From an optimization exercise on the open Yosys and OpenROAD flow, aimed at small area, a short achievable clock period and few clock cycles; shortcuts taken in it are not production practice. Only simulation tests tie the RTL to the original design; equivalence was not proved. Power figures rest on the tool's default switching activity, not on a simulated workload.

[flow/design.v]
`default_nettype none
package ptw_pkg;
	localparam int unsigned PHYS_ADDR_BITS_DEF = 52;
	localparam logic [1:0] OP_LOOKUP = 2'd0;
	localparam logic [1:0] OP_SET    = 2'd1;
	localparam logic [1:0] OP_READ   = 2'd2;
	localparam logic [1:0] OP_SWAP   = 2'd3;
	localparam logic [1:0] KIND_READ  = 2'd0;
	localparam logic [1:0] KIND_CAS   = 2'd1;
	localparam logic [1:0] KIND_INVAL = 2'd2;
	localparam logic [1:0] KIND_DONE  = 2'd3;
	localparam logic [3:0] ST_XLATED    = 4'd0;
	localparam logic [3:0] ST_LEAF_2M   = 4'd1;
	localparam logic [3:0] ST_LEAF_1G   = 4'd2;
	localparam logic [3:0] ST_NOT_PRES  = 4'd3;
	localparam logic [3:0] ST_RANGE     = 4'd4;
	localparam logic [3:0] ST_BAD_BASE  = 4'd5;
	localparam logic [3:0] ST_SET       = 4'd6;
	localparam logic [3:0] ST_SWAP_FAIL = 4'd7;
	localparam logic [3:0] ST_BUSY      = 4'd8;
	localparam logic [1:0] PSZ_4K = 2'd0;
	localparam logic [1:0] PSZ_2M = 2'd1;
	localparam logic [1:0] PSZ_1G = 2'd2;
	localparam logic [1:0] CFG_TABLE_BASE = 2'd0;
	localparam logic [1:0] CFG_USER_START = 2'd1;
	localparam logic [1:0] CFG_USER_END   = 2'd2;
	localparam logic [63:0] ENTRY_CLEAR = 64'h8000_0000_0000_0007;
	localparam logic [63:0] ENTRY_PS    = 64'h0000_0000_0000_0080;
	localparam logic [63:0] PAGE_4K_OFS = 64'h0000_0000_0000_0FFF;
	localparam logic [63:0] PAGE_2M_OFS = 64'h0000_0000_001F_FFFF;
	localparam logic [8:0]  IDX_MASK    = 9'h1FF;
	typedef struct packed {
		logic [1:0]  op;
		logic [63:0] vaddr;
		logic [63:0] flags;
		logic [63:0] mdata;
	} item_t;
	typedef struct packed {
		logic [1:0]  kind;
		logic [63:0] target_addr;
		logic [63:0] write_data;
		logic [63:0] expected_data;
		logic [3:0]  status;
		logic [1:0]  fault_level;
		logic [1:0]  page_size;
		logic [51:0] paddr;
		logic [63:0] leaf_entry;
		logic        last;
	} result_t;
	typedef struct packed {
		logic [1:0] count;
		result_t    r0;
		result_t    r1;
	} core_res_t;
	typedef struct packed {
		logic [51:0] table_base;
		logic [63:0] user_start;
		logic [63:0] user_end;
	} cfg_t;
	function automatic logic [63:0] entry_addr(input logic [63:0] tbl,
			input logic [63:0] va, input logic [1:0] lvl, input logic [63:0] mask);
		logic [8:0] idx;
		case (lvl)
			2'd0: idx = va[47:39];
			2'd1: idx = va[38:30];
			2'd2: idx = va[29:21];
			default: idx = va[20:12];
		endcase
		entry_addr = (tbl & mask) | {52'd0, idx & IDX_MASK, 3'd0};
	endfunction
	function automatic result_t mk_res(input logic [1:0] kind,
			input logic [63:0] target, input logic [63:0] wdata,
			input logic [63:0] expd, input logic [3:0] status,
			input logic [1:0] lvl, input logic [1:0] psize,
			input logic [51:0] phys, input logic [63:0] leaf, input logic last);
		mk_res = {kind, target, wdata, expd, status, lvl, psize, phys, leaf, last};
	endfunction
endpackage
`default_nettype wire
`default_nettype none
module ptw_core #(
	parameter int unsigned PHYS_ADDR_BITS = ptw_pkg::PHYS_ADDR_BITS_DEF
) (
	input  wire logic              clk,
	input  wire logic              arst_n,
	input  wire ptw_pkg::item_t    item,
	input  wire logic              fire,
	input  wire ptw_pkg::cfg_t     cfg,
	output ptw_pkg::core_res_t     res
);
	localparam logic [63:0] AddrMask =
		((64'd1 << PHYS_ADDR_BITS) - 64'd1) & ~ptw_pkg::PAGE_4K_OFS;
	typedef enum logic [5:0] {
		PH_IDLE = 6'b000001,
		PH_RD0  = 6'b000010,
		PH_RD1  = 6'b000100,
		PH_RD2  = 6'b001000,
		PH_RD3  = 6'b010000,
		PH_SWAP = 6'b100000
	} phase_t;
	phase_t      phase_q, phase_n;
	logic [63:0] vaddr_q, vaddr_n;
	logic [63:0] flags_q, flags_n;
	logic        is_set_q, is_set_n;
	logic [63:0] entry_q, entry_n;
	logic        large_q, large_n;
	logic [1:0]  lvl;
	logic        rd_wait;
	logic        ps;
	logic        present;
	logic [63:0] base_m;
	logic [63:0] pa;
	logic [63:0] cas_data;
	logic [63:0] page;
	logic [1:0]  psz_sw;
	logic [1:0]  lvl_sw;
	phase_t      phase_nx;
	always_comb begin
		case (phase_q)
			PH_RD0: begin
				lvl = 2'd0;
				phase_nx = PH_RD1;
			end
			PH_RD1: begin
				lvl = 2'd1;
				phase_nx = PH_RD2;
			end
			PH_RD2: begin
				lvl = 2'd2;
				phase_nx = PH_RD3;
			end
			PH_RD3: begin
				lvl = 2'd3;
				phase_nx = PH_IDLE;
			end
			default: begin
				lvl = 2'd0;
				phase_nx = PH_IDLE;
			end
		endcase
	end
	assign rd_wait   = (phase_q == PH_RD0) || (phase_q == PH_RD1) ||
	                   (phase_q == PH_RD2) || (phase_q == PH_RD3);
	assign ps        = item.mdata[7];
	assign present   = item.mdata[0];
	assign base_m    = {12'd0, cfg.table_base} & AddrMask;
	assign pa        = (item.mdata & AddrMask) | (vaddr_q & ptw_pkg::PAGE_4K_OFS);
	assign cas_data  = (item.mdata & ~ptw_pkg::ENTRY_CLEAR) | flags_q |
	                   ((lvl == 2'd2) ? ptw_pkg::ENTRY_PS : 64'd0);
	assign page      = large_q ? (vaddr_q & ~ptw_pkg::PAGE_2M_OFS)
	                           : (vaddr_q & ~ptw_pkg::PAGE_4K_OFS);
	assign psz_sw    = large_q ? ptw_pkg::PSZ_2M : ptw_pkg::PSZ_4K;
	assign lvl_sw    = large_q ? 2'd2 : 2'd3;
	always_comb begin
		res      = '0;
		phase_n  = phase_q;
		vaddr_n  = vaddr_q;
		flags_n  = flags_q;
		is_set_n = is_set_q;
		entry_n  = entry_q;
		large_n  = large_q;
		case (item.op)
			ptw_pkg::OP_LOOKUP, ptw_pkg::OP_SET: begin
				res.count = 2'd1;
				if (phase_q != PH_IDLE) begin
					res.r0 = ptw_pkg::mk_res(ptw_pkg::KIND_DONE, '0, '0, '0,
						ptw_pkg::ST_BUSY, 2'd0, ptw_pkg::PSZ_4K, '0, '0, 1'b1);
				end else if (item.op == ptw_pkg::OP_SET &&
						(item.vaddr < cfg.user_start || item.vaddr >= cfg.user_end)) begin
					res.r0 = ptw_pkg::mk_res(ptw_pkg::KIND_DONE, '0, '0, '0,
						ptw_pkg::ST_RANGE, 2'd0, ptw_pkg::PSZ_4K, '0, '0, 1'b1);
				end else if (item.op == ptw_pkg::OP_SET && base_m == 64'd0) begin
					res.r0 = ptw_pkg::mk_res(ptw_pkg::KIND_DONE, '0, '0, '0,
						ptw_pkg::ST_BAD_BASE, 2'd0, ptw_pkg::PSZ_4K, '0, '0, 1'b1);
				end else begin
					vaddr_n  = item.vaddr;
					flags_n  = item.flags;
					is_set_n = (item.op == ptw_pkg::OP_SET);
					entry_n  = {12'd0, cfg.table_base};
					large_n  = 1'b0;
					phase_n  = PH_RD0;
					res.r0 = ptw_pkg::mk_res(ptw_pkg::KIND_READ,
						ptw_pkg::entry_addr({12'd0, cfg.table_base}, item.vaddr, 2'd0,
						AddrMask), '0, '0, ptw_pkg::ST_XLATED, 2'd0, ptw_pkg::PSZ_4K,
						'0, '0, 1'b1);
				end
			end
			ptw_pkg::OP_READ: begin
				if (rd_wait) begin
					res.count = 2'd1;
					if (!present) begin
						phase_n = PH_IDLE;
						res.r0 = ptw_pkg::mk_res(ptw_pkg::KIND_DONE, '0, '0, '0,
							ptw_pkg::ST_NOT_PRES, lvl, ptw_pkg::PSZ_4K, '0, item.mdata, 1'b1);
					end else if (lvl == 2'd1 && ps) begin
						phase_n = PH_IDLE;
						res.r0 = ptw_pkg::mk_res(ptw_pkg::KIND_DONE, '0, '0, '0,
							ptw_pkg::ST_LEAF_1G, 2'd1, ptw_pkg::PSZ_1G, '0, item.mdata, 1'b1);
					end else if ((lvl == 2'd2 && ps) || lvl == 2'd3) begin
						if (!is_set_q) begin
							phase_n = PH_IDLE;
							if (lvl == 2'd2) begin
								res.r0 = ptw_pkg::mk_res(ptw_pkg::KIND_DONE, '0, '0, '0,
									ptw_pkg::ST_LEAF_2M, 2'd2, ptw_pkg::PSZ_2M, '0,
									item.mdata, 1'b1);
							end else begin
								res.r0 = ptw_pkg::mk_res(ptw_pkg::KIND_DONE, '0, '0, '0,
									ptw_pkg::ST_XLATED, 2'd3, ptw_pkg::PSZ_4K, pa[51:0],
									item.mdata, 1'b1);
							end
						end else begin
							large_n = (lvl == 2'd2);
							entry_n = item.mdata;
							phase_n = PH_SWAP;
							res.r0 = ptw_pkg::mk_res(ptw_pkg::KIND_CAS,
								ptw_pkg::entry_addr(entry_q, vaddr_q, lvl, AddrMask),
								cas_data, item.mdata, ptw_pkg::ST_XLATED, lvl,
								(lvl == 2'd2) ? ptw_pkg::PSZ_2M : ptw_pkg::PSZ_4K, '0,
								item.mdata, 1'b1);
						end
					end else begin
						entry_n = item.mdata;
						phase_n = phase_nx;
						res.r0 = ptw_pkg::mk_res(ptw_pkg::KIND_READ,
							ptw_pkg::entry_addr(item.mdata, vaddr_q, lvl + 2'd1, AddrMask),
							'0, '0, ptw_pkg::ST_XLATED, 2'd0, ptw_pkg::PSZ_4K, '0, '0, 1'b1);
					end
				end
			end
			ptw_pkg::OP_SWAP: begin
				if (phase_q == PH_SWAP) begin
					phase_n = PH_IDLE;
					if (item.mdata == entry_q) begin
						res.count = 2'd2;
						res.r0 = ptw_pkg::mk_res(ptw_pkg::KIND_INVAL, page, '0, '0,
							ptw_pkg::ST_XLATED, 2'd0, psz_sw, '0, '0, 1'b0);
						res.r1 = ptw_pkg::mk_res(ptw_pkg::KIND_DONE, '0, '0, '0,
							ptw_pkg::ST_SET, lvl_sw, psz_sw, '0, entry_q, 1'b1);
					end else begin
						res.count = 2'd1;
						res.r0 = ptw_pkg::mk_res(ptw_pkg::KIND_DONE, '0, '0, '0,
							ptw_pkg::ST_SWAP_FAIL, lvl_sw, psz_sw, '0, entry_q, 1'b1);
					end
				end
			end
			default: begin
				res.count = 2'd0;
			end
		endcase
	end
	always_ff @(posedge clk or negedge arst_n) begin
		if (!arst_n) begin
			phase_q  <= PH_IDLE;
			vaddr_q  <= '0;
			flags_q  <= '0;
			is_set_q <= 1'b0;
			entry_q  <= '0;
			large_q  <= 1'b0;
		end else if (fire) begin
			phase_q  <= phase_n;
			vaddr_q  <= vaddr_n;
			flags_q  <= flags_n;
			is_set_q <= is_set_n;
			entry_q  <= entry_n;
			large_q  <= large_n;
		end
	end
endmodule
`default_nettype wire
`default_nettype none
module ptw_out_queue (
	input  wire logic                clk,
	input  wire logic                arst_n,
	input  wire logic                push,
	input  wire ptw_pkg::core_res_t  res,
	input  wire logic                pop_ready,
	output logic                     head_valid,
	output ptw_pkg::result_t         head,
	output logic [1:0]               free
);
	ptw_pkg::result_t slot0_q, slot1_q;
	ptw_pkg::result_t slot0_n, slot1_n, slot0_ap;
	logic [1:0]       count_q;
	logic [1:0]       cnt_ap;
	logic [1:0]       n_push;
	logic             pop;
	assign head_valid = (count_q != 2'd0);
	assign head       = slot0_q;
	assign free       = 2'd2 - count_q;
	assign pop        = head_valid && pop_ready;
	assign n_push     = push ? res.count : 2'd0;
	always_comb begin
		cnt_ap   = count_q - {1'b0, pop};
		slot0_ap = pop ? slot1_q : slot0_q;
		slot0_n  = slot0_ap;
		slot1_n  = slot1_q;
		if (n_push != 2'd0 && cnt_ap == 2'd0) begin
			slot0_n = res.r0;
		end
		if (n_push == 2'd2) begin
			slot1_n = res.r1;
		end else if (n_push == 2'd1 && cnt_ap == 2'd1) begin
			slot1_n = res.r0;
		end
	end
	always_ff @(posedge clk or negedge arst_n) begin
		if (!arst_n) begin
			count_q <= 2'd0;
		end else begin
			count_q <= cnt_ap + n_push;
		end
	end
	always_ff @(posedge clk) begin
		slot0_q <= slot0_n;
		slot1_q <= slot1_n;
	end
endmodule
`default_nettype wire
`default_nettype none
module page_table_walker_with_permission_update_top #(
	parameter int unsigned PHYS_ADDR_BITS = ptw_pkg::PHYS_ADDR_BITS_DEF
) (
	input  wire logic         clk,
	input  wire logic         arst_n,
	input  wire logic         s_axis_tvalid,
	output logic              s_axis_tready,
	input  wire logic [191:0] s_axis_tdata,
	input  wire logic [1:0]   s_axis_tuser,
	output logic              m_axis_tvalid,
	input  wire logic         m_axis_tready,
	output logic [319:0]      m_axis_tdata,
	output logic [1:0]        m_axis_tuser,
	output logic              m_axis_tlast,
	input  wire logic         cfg_valid,
	output logic              cfg_ready,
	input  wire logic [1:0]   cfg_index,
	input  wire logic [63:0]  cfg_data
);
	ptw_pkg::cfg_t      cfg_q;
	ptw_pkg::item_t     item_s1;
	logic               valid_s1;
	logic               adv;
	logic [1:0]         free;
	ptw_pkg::core_res_t res;
	ptw_pkg::result_t   head;
	assign cfg_ready = 1'b1;
	always_ff @(posedge clk or negedge arst_n) begin
		if (!arst_n) begin
			cfg_q <= '0;
		end else if (cfg_valid && cfg_ready) begin
			case (cfg_index)
				ptw_pkg::CFG_TABLE_BASE: cfg_q.table_base <= cfg_data[51:0];
				ptw_pkg::CFG_USER_START: cfg_q.user_start <= cfg_data;
				ptw_pkg::CFG_USER_END:   cfg_q.user_end   <= cfg_data;
				default: ;
			endcase
		end
	end
	assign adv           = valid_s1 && (res.count <= free);
	assign s_axis_tready = !valid_s1 || adv;
	always_ff @(posedge clk or negedge arst_n) begin
		if (!arst_n) begin
			valid_s1 <= 1'b0;
		end else if (s_axis_tvalid && s_axis_tready) begin
			valid_s1 <= 1'b1;
		end else if (adv) begin
			valid_s1 <= 1'b0;
		end
	end
	always_ff @(posedge clk) begin
		if (s_axis_tvalid && s_axis_tready) begin
			item_s1.op    <= s_axis_tuser;
			item_s1.vaddr <= s_axis_tdata[63:0];
			item_s1.flags <= s_axis_tdata[127:64];
			item_s1.mdata <= s_axis_tdata[191:128];
		end
	end
	ptw_core #(
		.PHYS_ADDR_BITS(PHYS_ADDR_BITS)
	) u_core (
		.clk   (clk),
		.arst_n(arst_n),
		.item  (item_s1),
		.fire  (adv),
		.cfg   (cfg_q),
		.res   (res)
	);
	ptw_out_queue u_queue (
		.clk       (clk),
		.arst_n    (arst_n),
		.push      (adv),
		.res       (res),
		.pop_ready (m_axis_tready),
		.head_valid(m_axis_tvalid),
		.head      (head),
		.free      (free)
	);
	assign m_axis_tuser = head.kind;
	assign m_axis_tlast = head.last;
	assign m_axis_tdata = {4'd0, head.leaf_entry, head.paddr, head.page_size,
	                       head.fault_level, head.status, head.expected_data,
	                       head.write_data, head.target_addr};
endmodule
`default_nettype wire
[flow/constraint.sdc]
create_clock -name core_clock -period 6.5 [get_ports {clk}]
set_input_delay 1.3000 -clock core_clock [delete_from_list [all_inputs] [get_ports {clk}]]
set_output_delay 1.3000 -clock core_clock [all_outputs]
set_load 0.01 [all_outputs]
[flow/run.sh]
#!/bin/bash
# synth_recipe.tcl (not shown) runs the flow's synth.tcl, then flattens the netlist and writes it again
# the make line also repeats each setting of config.mk as NAME=value (left out here)
make -C /OpenROAD-flow-scripts/flow DESIGN_CONFIG=/design/flow/config.mk WORK_HOME=/design/flow/orfs CLKGATE_MAP_FILE= SYNTH_SCRIPT=/design/flow/synth_recipe.tcl finish
[flow/config.mk]
export PLATFORM = sky130hd
export DESIGN_NAME = page_table_walker_with_permission_update_top
export DESIGN_NICKNAME = page_table_walker_with_permission_update_top
export VERILOG_FILES = /design/flow/design.v
export SDC_FILE = /design/flow/constraint.sdc
export NUM_CORES = 4
export LEC_CHECK = 0
export CAP_MARGIN = 20
export CORE_MARGIN = 2
export CORE_UTILIZATION = 40
export SLEW_MARGIN = 20
==> run summary <==
* Status: no timing/DRC/antenna violations
* CTS sink count at around 1.2k
* Hold Path Cell Cnt at 1
* Nets@finish at around 4.7k
* Vias/cell at around 5.4
* Clock latency on the worst-skew pair at ~0.8 ns
* Worst setup SP type: flop
* Max Clk Rate at about 160 MHz
* Tightest Pin Transition at slightly above 1 ns
* Slew Limit Fails at 0
* First-pass GRT wire length at 238500 um
* Non-Filler Instances at roughly 6.2k
* Clk buf depth at 3
* Setup Viol. Count Final at 0
* Vias at between 30k and 40k
* Final Critical Period at approximately 6.3 ns
* Final Hold Viols at 0
* Final Core Density at 0.4998
* Post-synth ARST share at 0.3168
* IO buf count at 582
* Critical Path AT at about 5 ns
* Crit Path Max Fanout at 8
* Die X at 365.6 um
* Kind of critical path: flop to primary output
* Syn avg cell area at 13.88 um2
* Drt first pass iters at 6
* Seq/Total Area, Yosys at 0.6574
* Cells after Synth at around 3.8k
* Die area at approximately 130000 um2
* Syn. warnings at 3
* Starting density of the core at 0.4035
* Flop2flop setup slack at 1.15 ns
* Rows at about 130
* FF-to-FF Start: item_s1[37]
* Detailed Route WL at 167500 um
* Worst Hold Launch: item_s1[70]
* Initial DRC Count at 3330
* Clock Skew at around 0.042 ns
* Ratio of cells with drive above 1 in the final layout at 0.1657
* Main synth FF type: edfxtp_1
* Most frequent cells in the layout: edfxtp_1 (826), clkdlybuf4s50_1 (581), mux2_2 (404)
* CP max stage delay at between 0.6 and 0.7 ns
* Worst reg2reg path depth at 14
* Clock Tree Root: clkbuf_16
* CP Data Required Time at around 5.2 ns
* Wire per inst at about 27 um
* Post-CTS setup buffers at 0
* Die Height at about 370 um
* HP Class: flop to flop
* Setup_tns at 0 ns
* CP Capture Type: primary output
* Post-route DRC at 0
* Io pins at slightly below 600
* Pwr Density at about 450 nW/um2
* Worst hold endpoint: u_core.flags_q[6]
* CTS H-tree depth at 4
* # placed instances at between 5k and 6k
* Initial antenna violation count at 19
* Worst-path clk slew at 0.06 ns
* R2R Path End: u_queue.slot0_q[129]
* Vias in the first global route at approximately 34k
* Pleak at roughly 0.025 uW
* Max capacitance violation total at 0
* Layout area overhead at 23.87%
* Tcrit/Tclk final at 0.9699
* GR Overflow Total at 0
* Total power after layout at a little under 30000 uW
* Post-DRT Antenna Nets at 0
* Maximum VDD drop at approximately 0.25 mV
* EDFF count, synth at 826
* CTS tree: done
* Crit-path cells: xor2_1 -> nor4_4 -> nand4_1 -> nor4_2 -> nand2_1 -> inv_2 -> ha_4 -> nor2b_1 -> o21ai_1 -> inv_1 -> nand2_1 -> clkdlybuf4s50_1
* Most common cell after layout, fill and taps aside: edfxtp_1
* Total CTS buffers at about 140
* Hold_buf cts at 0
* Largest net degree at the start of global routing at ~110
* Hpwl dp at between 100000 and 150000 um
* Max-slew headroom at 0.3228
* Mapped cell area at between 50000 and 60000 um2
* Gpl congestion at ~0.86
* Placeable Area at between 100000 and 150000 um2
* RSZ-0062 raised after global routing: no
* CP max stage cell: edfxtp_1
* Distinct cell type count after synthesis at 71
* Worst path most repeated cell: nand2_1
* #FFs+latches synth at roughly 1.2k
* Overall Global Routing Usage at 0.2485
[worst max-delay path: cells and delay by family, from the launching register on]
family,cells,cell delay [ns]
AND/OR/NAND/NOR,6,1.97
buffers and inverters,3,0.88
flip-flops,1,0.62
XOR/XNOR,1,0.27
AO/OA/AOI/OAI,1,0.27
adder cells (fa/ha/maj),1,0.20
[power breakdown]
part	total, uW	internal, uW	switching (uW)
combinational	8540	3730	4810
sequential	12900	11200	1720
clock	7700	4470	3240
total	29200	19400	9760
[kinds of logic (layout without fill, tap and decap cells)]
group           Yosys count  in the layout  share of synthesized area
buf+inv                 394           1075                    0.03329
flops                  1209           1209                     0.6574
simple gates            938            938                    0.08096
fa+ha+maj               132            132                    0.03157
mux                     558            558                     0.1198
other cells               2             18                  0.0001436
xor+xnor                 66             66                    0.01131
compound gates          469            469                    0.06558
[worst max path at each step]
| stage | startpoint | end | slack, ns | cells after the start |
|---|---|---|---|---|
| final | item_s1[37] | s_axis_tready | 0.20 | 12 |
| after global routing | item_s1[37] | s_axis_tready | 0.03 | 12 |
| after CTS | item_s1[37] | s_axis_tready | 0.09 | 12 |
| after detailed placement | item_s1[37] | s_axis_tready | 0.60 | 12 |
| after global placement | item_s1[37] | s_axis_tready | 0.59 | 12 |
| after floorplan | item_s1[13] | u_queue.slot1_q[0] | -1.86 | 16 |
[synth_stat cells (all sizes together), types with 2 or more instances]
library cell | instances | area share
a21boi | 2 | 0.00029
o211ai | 12 | 0.0017
a211oi | 2 | 0.00029
clkbuf | 129 | 0.0093
nand2b | 7 | 0.00084
o22ai | 9 | 0.0011
nor2 | 312 | 0.022
nand3b | 2 | 0.00029
and2 | 125 | 0.015
or4 | 4 | 0.00057
a22o | 53 | 0.0089
conb | 2 | 0.00014
dfrtp | 382 | 0.18
a221oi | 65 | 0.011
o2bb2ai | 37 | 0.0062
nor4 | 31 | 0.0039
o31ai | 3 | 0.00043
or3 | 3 | 0.00036
edfxtp | 826 | 0.47
a221o | 2 | 0.00038
and4 | 5 | 0.00084
o21a | 3 | 0.00043
nand2 | 333 | 0.024
nor3 | 15 | 0.0014
mux2i | 15 | 0.0029
and3 | 15 | 0.0018
xor2 | 64 | 0.011
o311ai | 2 | 0.00033
or2 | 2 | 0.00024
a21o | 18 | 0.0026
mux2 | 543 | 0.12
a31oi | 23 | 0.0028
ha | 132 | 0.032
buf | 109 | 0.013
o21ai | 74 | 0.0072
o2111ai | 3 | 0.00050
a211o | 2 | 0.00033
a222oi | 28 | 0.0054
inv | 155 | 0.011
nor2b | 6 | 0.00072
nand3 | 34 | 0.0033
nand4 | 43 | 0.0053
a31o | 39 | 0.0065
a21oi | 84 | 0.0080
[final cells by class]
cell class	count	area (um2)
clock buffer	211	4033
timing repair buffer	663	6802
inverter	156	588.1
clock inverter	45	436.7
sequential	1209	34390
tap	1742	2180
antenna	10	25.02
multi-input combinational	2171	16350
fill	11270	64850
[metrics by stage]
step | setup slack, ns | hold WS [ns] | area, um2
6_report | 0.1958 | 0.4512 | 64800
2_1_floorplan | -1.861 | 0.4320 | 52410
3_3_place_gp | 0.5880 | 0.4358 | 60270
3_5_place_dp | 0.5963 | 0.4414 | 60270
5_1_grt | 0.02862 | 0.4617 | 64800
4_1_cts | 0.08668 | 0.4545 | 64760
[repair_timing]
action	CTS	global route
setup endpoints to repair	1	1
gates resized for setup	2	2
cloned	0	0
[sequential cells by signal, summed over array words and instances (netlist names), 2 cells and up]
name and flops:
u_core.phase_q 6, u_core.entry_q 64, u_core.vaddr_q 64, u_queue.count_q 2
u_queue.slot1_q 316, item_s1 194, cfg_q 180, u_queue.slot0_q 316
u_core.flags_q 64
[per-layer routing]
layer	GRT usage	routed length, um
met1	0.3193	67480
met2	0.4075	81150
met3	0.06732	13970
met4	0.08061	4863
met5	0	72
Testbench counts, summed over its fixed seeds: cycles 26,285.

-- static timing again, ports no longer ideal --
How much do the figures lean on ideal ports? The routed layout below was timed once more, with nothing changed but the port constraints. Step 1 assumes that a clkbuf_16 drives the clock port and a buf_2 every other input. Step 2 also shifts input and output timing later by t, the mid clock arrival at the registers, as if the neighbouring blocks saw the same clock. a / b / c = ideal ports / drivers / drivers and shift; a / b = the first two.
shift t [ns]: 0.854
setup WS [ns]: 0.196 / 0.117 / 0.971
worst setup path after step 2: register to output
After both steps this run still meets setup and hold. For this run, drivers alone change the setup slack by -0.079 ns; drivers and shift together by +0.775 ns.
